Source: an optimization exercise on an open RTL-to-GDS flow (aim: small area, a short achievable clock period and few clock cycles). Production flows keep margins and buffers that such runs may drop. In this exercise RTL edits were held to simulation tests only and were not proved equivalent to the original. Power figures rest on the tool's default switching activity, not on a simulated workload.

==> trial 96: inputs <==
==> flow/design.v <==
`default_nettype none
package dsb_pkg;
  localparam int unsigned MaxTasksDefault = 64;
  localparam int unsigned KeyWidth        = 32;
  localparam logic CmdAdd    = 1'b0;
  localparam logic CmdSubmit = 1'b1;
  typedef struct packed {
    logic        cmd;
    logic [15:0] material_id;
    logic [15:0] resource_id;
    logic [31:0] depth_key;
    logic        flush;
  } in_item_t;
  typedef struct packed {
    logic [15:0] batch_material;
    logic [15:0] batch_resource;
    logic [5:0]  first_index;
    logic [6:0]  task_count;
    logic        last_batch;
    logic        dropped_any;
  } out_item_t;
  typedef enum logic [2:0] {
    StIdle,
    StInsRead,
    StInsCmp,
    StScanRead,
    StScanCmp,
    StEmit
  } state_e;
endpackage
`default_nettype wire
`default_nettype none
module draw_sort_and_batch #(
  parameter int unsigned MAX_TASKS = dsb_pkg::MaxTasksDefault
) (
  input  wire logic              clk_i,
  input  wire logic              rst_ni,
  input  wire logic              in_valid_i,
  output logic                   in_stall_o,
  input  wire logic [65:0]       in_data_i,
  output logic                   out_valid_o,
  input  wire logic              out_stall_i,
  output logic [46:0]            out_data_o
);
  localparam int unsigned N  = MAX_TASKS;
  localparam int unsigned KW = dsb_pkg::KeyWidth;
  localparam int unsigned AW = (N > 1) ? $clog2(N) : 1;
  localparam int unsigned CW = $clog2(N + 1);
  dsb_pkg::in_item_t in_item;
  assign in_item = in_data_i;
  logic          cs_v_q;
  logic          cs_cmd_q;
  logic          cs_flush_q;
  logic [KW-1:0] cs_key_q;
  logic          stall_q;
  logic          us_v_q;
  logic          us_cmd_q;
  logic          us_flush_q;
  logic [KW-1:0] us_key_q;
  logic          cons_q;       
  logic          add_q;        
  logic [N-1:0]  cgt_q;        
  logic [N-1:0]  ceq_q;        
  logic          xgt_q;        
  logic          xeq_q;        
  logic [N-1:0]  msh_q;        
  logic [N-1:0]  mld_q;        
  logic [KW-1:0] key_q [N];    
  logic [N-1:0]  head_q;       
  logic [N-1:0]  occ_q;        
  logic [N-1:0]  free_q;       
  logic [AW-1:0] base_q;       
  logic [CW-1:0] cnt_q;        
  logic          ovf_q;        
  logic          full_q;       
  logic          busy_q;       
  logic          bfl_q;        
  logic          prim_q;       
  logic [N-1:0]  pend_q;       
  logic [AW-1:0] cur_q;        
  logic [AW-1:0] nxt_q;        
  logic          lst_q;        
  logic [AW-1:0] ebase_q;      
  logic [CW-1:0] ecnt_q;       
  logic [AW-1:0] eend_q;       
  logic [CW-1:0] erem_q;       
  logic          eovf_q;       
  localparam int unsigned NG = 4;         
  localparam int unsigned GS = N / NG;    
  logic [KW-1:0] rgrp_q [NG];
  logic          rok_q;        
  dsb_pkg::out_item_t obuf_q;
  logic               ovalid_q;
  logic take;          
  logic advance;       
  logic do_add;        
  logic do_drop;       
  logic start;         
  assign take    = in_valid_i & ~stall_q;
  assign advance = cs_v_q & (~us_v_q | cons_q);
  assign do_add  = add_q;
  assign do_drop = cons_q & ~us_cmd_q &  cnt_q[CW-1];
  assign start   = cons_q &  us_cmd_q;
  function automatic logic blocked_f(input logic cmd, input logic busy,
                                     input logic bfl, input logic full,
                                     input logic cntfull);
    blocked_f = cmd ? busy : ((busy & ~bfl) | (full & ~cntfull));
  endfunction
  always_ff @(posedge clk_i) begin
    if (take) begin
      cs_cmd_q   <= in_item.cmd;
      cs_flush_q <= in_item.flush;
      cs_key_q   <= {in_item.material_id, in_item.resource_id};
    end
    if (advance) begin
      us_cmd_q   <= cs_cmd_q;
      us_flush_q <= cs_flush_q;
      us_key_q   <= cs_key_q;
    end
  end
  assign in_stall_o = stall_q;
  function automatic logic [1:0] key_cmp(input logic [KW-1:0] a, input logic [KW-1:0] b);
    logic [KW-1:0] g, e;
    g = a & ~b;
    e = ~(a ^ b);
    for (int w = KW / 2; w >= 1; w = w / 2) begin
      for (int j = 0; j < w; j++) begin
        g[j] = g[2*j+1] | (e[2*j+1] & g[2*j]);
        e[j] = e[2*j+1] & e[2*j];
      end
    end
    key_cmp = {g[0], e[0]};
  endfunction
  logic [N-1:0] cs_gt, cs_eq;
  for (genvar i = 0; i < N; i++) begin : g_cmp
    logic [1:0] c;
    assign c        = key_cmp(key_q[i], cs_key_q);
    assign cs_gt[i] = c[1];
    assign cs_eq[i] = c[0];
  end
  logic [1:0] xc;
  assign xc = key_cmp(us_key_q, cs_key_q);
  logic [N-1:0] gt, eq;   
  logic [N-1:0] above;    
  logic [N-1:0] same;     
  logic [N-1:0] upd;      
  logic [N-1:0] shv;      
  logic [N-1:0] ldv;      
  for (genvar i = 0; i < N; i++) begin : g_fix
    localparam int unsigned J = (i + N - 1) % N;   
    assign gt[i]    = msh_q[i] ? cgt_q[J] : (mld_q[i] ? xgt_q : cgt_q[i]);
    assign eq[i]    = msh_q[i] ? ceq_q[J] : (mld_q[i] ? xeq_q : ceq_q[i]);
    assign above[i] = occ_q[i] & gt[i];
    assign same[i]  = occ_q[i] & eq[i];
    assign upd[i]   = above[i] | free_q[i];
  end
  for (genvar i = 0; i < N; i++) begin : g_entry
    localparam int unsigned J = (i + N - 1) % N;   
    logic head_in;
    assign shv[i]  = do_add & above[J];
    assign ldv[i]  = do_add & upd[i] & ~above[J];
    assign head_in = above[J] ? head_q[J] : ~same[J];
    always_ff @(posedge clk_i) begin
      if (do_add && upd[i]) begin
        key_q[i] <= above[J] ? key_q[J] : us_key_q;
      end
    end
    always_ff @(posedge clk_i) begin
      if (do_add && upd[i]) begin
        head_q[i] <= head_in;
      end
    end
  end
  always_ff @(posedge clk_i) begin
    if (advance) begin
      cgt_q <= cs_gt;
      ceq_q <= cs_eq;
      xgt_q <= xc[1];
      xeq_q <= xc[0];
    end else begin
      cgt_q <= gt;
      ceq_q <= eq;
    end
  end
  always_ff @(posedge clk_i) begin
    msh_q <= shv;
    mld_q <= ldv;
  end
  logic          emit;         
  logic          step;         
  logic [N-1:0]  after;        
  logic [N-1:0]  pa;           
  logic [N-1:0]  pa_oh, pw_oh;
  logic [AW-1:0] pa_idx, pw_idx;
  logic          pa_any;
  logic [N-1:0]  p_oh;         
  logic [AW-1:0] p_idx;
  logic          pnone;
  logic [AW-1:0] off;          
  logic [AW-1:0] rend;         
  logic [CW-1:0] count;
  assign emit  = busy_q & prim_q & rok_q & (~ovalid_q | ~out_stall_i);
  assign step  = (busy_q & ~prim_q) | emit;
  always_comb begin
    for (int i = 0; i < N; i++) begin
      after[i] = AW'(i) > nxt_q;
    end
  end
  assign pa     = pend_q & after;
  assign pa_any = |pa;
  assign pnone  = ~|pend_q;
  assign pa_oh  = pa & (~pa + {{(N-1){1'b0}}, 1'b1});
  assign pw_oh  = pend_q & (~pend_q + {{(N-1){1'b0}}, 1'b1});
  always_comb begin
    pa_idx = '0;
    pw_idx = '0;
    for (int i = 0; i < N; i++) begin
      if (pa_oh[i]) pa_idx = pa_idx | AW'(i);
      if (pw_oh[i]) pw_idx = pw_idx | AW'(i);
    end
  end
  assign p_oh  = pa_any ? pa_oh  : pw_oh;
  assign p_idx = pa_any ? pa_idx : pw_idx;
  assign off   = cur_q - ebase_q;
  assign rend  = lst_q ? eend_q : nxt_q;
  assign count = {lst_q & (rend == cur_q), AW'(rend - cur_q)};
  logic          rd_nxt;
  logic [AW-1:0] rd_slot;
  logic [KW-1:0] grp_key [NG];
  assign rd_nxt  = busy_q & prim_q & rok_q;
  assign rd_slot = rd_nxt ? nxt_q : cur_q;
  always_comb begin
    for (int g = 0; g < NG; g++) begin
      grp_key[g] = '0;
      for (int k = 0; k < GS; k++) begin
        if (rd_slot == AW'(g * GS + k)) grp_key[g] = grp_key[g] | key_q[g * GS + k];
      end
    end
  end
  always_ff @(posedge clk_i) begin
    for (int g = 0; g < NG; g++) rgrp_q[g] <= grp_key[g];
  end
  logic [KW-1:0] cur_key;
  always_comb begin
    cur_key = '0;
    for (int g = 0; g < NG; g++) begin
      cur_key = cur_key | rgrp_q[g];
    end
  end
  logic [N-1:0] base_oh;
  always_comb begin
    for (int i = 0; i < N; i++) begin
      base_oh[i] = AW'(i) == base_q;
    end
  end
  logic          busy_d, bfl_d, prim_d, full_d, ovalid_d;
  logic [N-1:0]  occ_d, free_d;
  logic [AW-1:0] base_d;
  logic [CW-1:0] cnt_d, ecnt_d, erem_d;
  logic          ovf_d;
  logic          cs_v_d, us_v_d, us_cmd_d, cons_d, add_d, stall_d;
  always_comb begin
    busy_d = busy_q;
    bfl_d  = bfl_q;
    prim_d = prim_q;
    occ_d  = occ_q;
    free_d = free_q;
    base_d = base_q;
    cnt_d  = cnt_q;
    ecnt_d = ecnt_q;
    erem_d = erem_q;
    ovf_d  = ovf_q;
    if (step) begin
      prim_d = 1'b1;
    end
    if (emit) begin
      erem_d = erem_q - count;
      if (lst_q) begin
        busy_d = 1'b0;
        bfl_d  = 1'b0;
        prim_d = 1'b0;
      end
    end
    if (do_add) begin
      occ_d  = occ_q | free_q;
      free_d = {free_q[N-2:0], free_q[N-1]};
      cnt_d  = cnt_q + CW'(1);
    end
    if (do_drop) begin
      ovf_d = 1'b1;
    end
    if (start) begin
      if (cnt_q != '0) begin
        busy_d = 1'b1;
        bfl_d  = us_flush_q;
        prim_d = 1'b0;
        ecnt_d = cnt_q;
        erem_d = cnt_q;
      end
      if (us_flush_q) begin
        occ_d  = '0;
        base_d = base_q + AW'(cnt_q);
        cnt_d  = '0;
        ovf_d  = 1'b0;
      end
    end
    full_d = bfl_d ? ((CW+1)'(cnt_d) + (CW+1)'(start ? cnt_q : erem_q) >= (CW+1)'(N))
                   : cnt_d[CW-1];
    ovalid_d = ovalid_q;
    if (emit) begin
      ovalid_d = 1'b1;
    end else if (!out_stall_i) begin
      ovalid_d = 1'b0;
    end
    us_v_d   = advance | (us_v_q & ~cons_q);
    us_cmd_d = advance ? cs_cmd_q : us_cmd_q;
    cs_v_d   = take | (cs_v_q & ~advance);
    cons_d   = us_v_d & ~blocked_f(us_cmd_d, busy_d, bfl_d, full_d, cnt_d[CW-1]);
    add_d    = cons_d & ~us_cmd_d & ~cnt_d[CW-1];
    stall_d  = cs_v_d & us_v_d & ~cons_d;
  end
  always_ff @(posedge clk_i or negedge rst_ni) begin
    if (!rst_ni) begin
      cs_v_q   <= 1'b0;
      us_v_q   <= 1'b0;
      cons_q   <= 1'b0;
      add_q    <= 1'b0;
      stall_q  <= 1'b1;
      busy_q   <= 1'b0;
      bfl_q    <= 1'b0;
      prim_q   <= 1'b0;
      occ_q    <= '0;
      free_q   <= {{(N-1){1'b0}}, 1'b1};
      base_q   <= '0;
      cnt_q    <= '0;
      ecnt_q   <= '0;
      erem_q   <= '0;
      ovf_q    <= 1'b0;
      full_q   <= 1'b0;
      ovalid_q <= 1'b0;
      rok_q    <= 1'b0;
    end else begin
      cs_v_q   <= cs_v_d;
      us_v_q   <= us_v_d;
      cons_q   <= cons_d;
      add_q    <= add_d;
      stall_q  <= stall_d;
      busy_q   <= busy_d;
      bfl_q    <= bfl_d;
      prim_q   <= prim_d;
      occ_q    <= occ_d;
      free_q   <= free_d;
      base_q   <= base_d;
      cnt_q    <= cnt_d;
      ecnt_q   <= ecnt_d;
      erem_q   <= erem_d;
      ovf_q    <= ovf_d;
      full_q   <= full_d;
      ovalid_q <= ovalid_d;
      rok_q    <= rd_nxt ? emit : 1'b1;
    end
  end
  always_ff @(posedge clk_i) begin
    if (start) begin
      pend_q  <= head_q & occ_q & ~base_oh;
      nxt_q   <= base_q;
      cur_q   <= base_q;
      ebase_q <= base_q;
      eend_q  <= base_q + AW'(cnt_q);
      eovf_q  <= ovf_q;
    end else if (step) begin
      pend_q <= pend_q & ~p_oh;
      nxt_q  <= p_idx;
      lst_q  <= pnone;
      if (emit) cur_q <= nxt_q;
    end
    if (emit) begin
      obuf_q.batch_material <= cur_key[31:16];
      obuf_q.batch_resource <= cur_key[15:0];
      obuf_q.first_index    <= 6'(off);
      obuf_q.task_count     <= 7'(count);
      obuf_q.last_batch     <= lst_q;
      obuf_q.dropped_any    <= eovf_q;
    end
  end
  assign out_valid_o = ovalid_q;
  assign out_data_o  = obuf_q;
endmodule
`default_nettype wire
==> flow/run.sh <==
#!/bin/bash
# synth_recipe.tcl (not shown) runs the flow's synth.tcl, then flattens the netlist and writes it again
# the make line also repeats each setting of config.mk as NAME=value (left out here)
make -C /OpenROAD-flow-scripts/flow DESIGN_CONFIG=/design/flow/config.mk WORK_HOME=/design/flow/orfs CLKGATE_MAP_FILE= SYNTH_SCRIPT=/design/flow/synth_recipe.tcl finish
==> flow/config.mk <==
export PLATFORM = sky130hd
export DESIGN_NAME = draw_sort_and_batch
export DESIGN_NICKNAME = draw_sort_and_batch
export VERILOG_FILES = /design/flow/design.v
export SDC_FILE = /design/flow/constraint.sdc
export NUM_CORES = 4
export LEC_CHECK = 0
export CAP_MARGIN = 20
export CORE_MARGIN = 2
export CORE_UTILIZATION = 28
export PLACE_DENSITY = 0.36
export SETUP_SLACK_MARGIN = 4
export SLEW_MARGIN = 20
export SYNTH_MEMORY_MAX_BITS = 8192
export TNS_END_PERCENT = 5
==> flow/constraint.sdc <==
create_clock -name core_clock -period 8.0 [get_ports {clk_i}]
set_input_delay 1.6000 -clock core_clock [delete_from_list [all_inputs] [get_ports {clk_i}]]
set_output_delay 1.6000 -clock core_clock [all_outputs]
set_load 0.01 [all_outputs]
==> inputs of trial 16, as changes to trial 96 <==
--- a/flow/design.v
+++ b/flow/design.v
@@ -87,3 +87,3 @@
   logic          eovf_q;       
-  localparam int unsigned NG = 4;         
+  localparam int unsigned NG = 8;         
   localparam int unsigned GS = N / NG;    
--- a/flow/config.mk
+++ b/flow/config.mk
@@ -9,4 +9,4 @@
 export CORE_MARGIN = 2
-export CORE_UTILIZATION = 28
-export PLACE_DENSITY = 0.36
+export CORE_UTILIZATION = 30
+export PLACE_DENSITY = 0.4
 export SETUP_SLACK_MARGIN = 4
==> inputs of build 28, as changes to trial 96 <==
--- a/flow/design.v
+++ b/flow/design.v
@@ -87,3 +87,3 @@
   logic          eovf_q;       
-  localparam int unsigned NG = 4;         
+  localparam int unsigned NG = 8;         
   localparam int unsigned GS = N / NG;    
--- a/flow/config.mk
+++ b/flow/config.mk
@@ -9,4 +9,4 @@
 export CORE_MARGIN = 2
-export CORE_UTILIZATION = 28
-export PLACE_DENSITY = 0.36
+export CORE_UTILIZATION = 35
+export PLACE_DENSITY = 0.5
 export SETUP_SLACK_MARGIN = 4
==> summary.md <==
| Metric | Value |
|---|---|
| Synth Area in Simple Gates | 7.87% |
| Rel. slew slack | 14.0% |
| Final Core Density | about a third |
| Flop2flop setup slack | 3610 ps |
| Yosys top cell area share | about two fifths |
| Mapped Area | 177000 µm² |
| Outcome | complete, no violations |
| Max incr delay on CP | roughly 1100 ps |
| Power Sequential | slightly below 20 mW |
| Area grow syn2layout | 15.6% |
| Antenna violations before repair | 163 |
Source of the figures above: trial 96

==> summary.md <==
| Metric | Value |
|---|---|
| Outcome | complete, no violations |
| Power Sequential | around 22 mW |
| Mapped Area | 179000 µm² |
| Antenna violations before repair | 68 |
| Yosys top cell area share | 38.8% |
| FF-to-FF End | rgrp_q[7][17] |
| Synth Area in Simple Gates | under 10% |
| Final Core Density | 34.5% |
| Max incr delay on CP | 700 ps |
| Flop2flop setup slack | 3830 ps |
| Rel. slew slack | 12.8% |
Source of the figures above: trial 16

==> summary.md <==
| Metric | Value |
|---|---|
| Vias per cell | 6.20 |
| Synth unique cells | 105 |
| Rel. slew slack | 16.5% |
| Max FO, Critical Path | 32 |
| Max incr delay on CP | 800 ps |
| Outcome | complete, no violations |
| Antenna violations before repair | 78 |
| Power Sequential | 21.4 mW |
| Die ar. | 518000 µm² |
| Yosys top cell area share | ~39% |
| Synth Area in Simple Gates | ~8.3% |
| Final setup viols | 0 |
| GRT met1 Usage | 39.4% |
| Final Core Density | 40.0% |
| Flop2flop setup slack | 3650 ps |
Source of the figures above: build 28

Testbench counts of trial 96, summed over its fixed seeds: cycles 4,052.
Testbench counts of trial 16, summed over its fixed seeds: cycles 4,052.
Testbench counts of build 28, summed over its fixed seeds: cycles 4,052.

==> re-timing with driven ports <==
No port has a modelled driver above. Below, the same layouts with a new extraction and two added sets of constraints. Step 1 (the two cells are an assumption about what drives the block):
set clk [get_ports {clk_i}]
set_driving_cell -lib_cell sky130_fd_sc_hd__clkbuf_16 $clk
set_driving_cell -lib_cell sky130_fd_sc_hd__buf_2 [delete_from_list [all_inputs] $clk]
Step 2 times the ports against the registers' clock, not the clock port: input delays grow and output delays shrink by t, the midpoint of the rising clock arrivals with the driver on. Slacks: ideal / step 1 / step 2; pairs: ideal / step 1.
run	shift t [ns]	slack for setup (ns)	worst hold slack (ns)	worst slew at a driven data input, ns	cell pins on the clock port's net
trial 96	1.188	3.610 / 3.610 / 3.534	0.419 / 0.419 / 0.419	0.09	1
trial 16	1.138	3.827 / 3.827 / 3.827	0.441 / 0.441 / 0.441	0.10	1
build 28	1.139	3.649 / 3.649 / 3.512	0.444 / 0.438 / 0.444	0.10	1
After both steps every run listed still meets setup and hold. The setup slack of build 28, which loses most, moves by 0.000 ns with the drivers and by -0.137 ns with both steps.
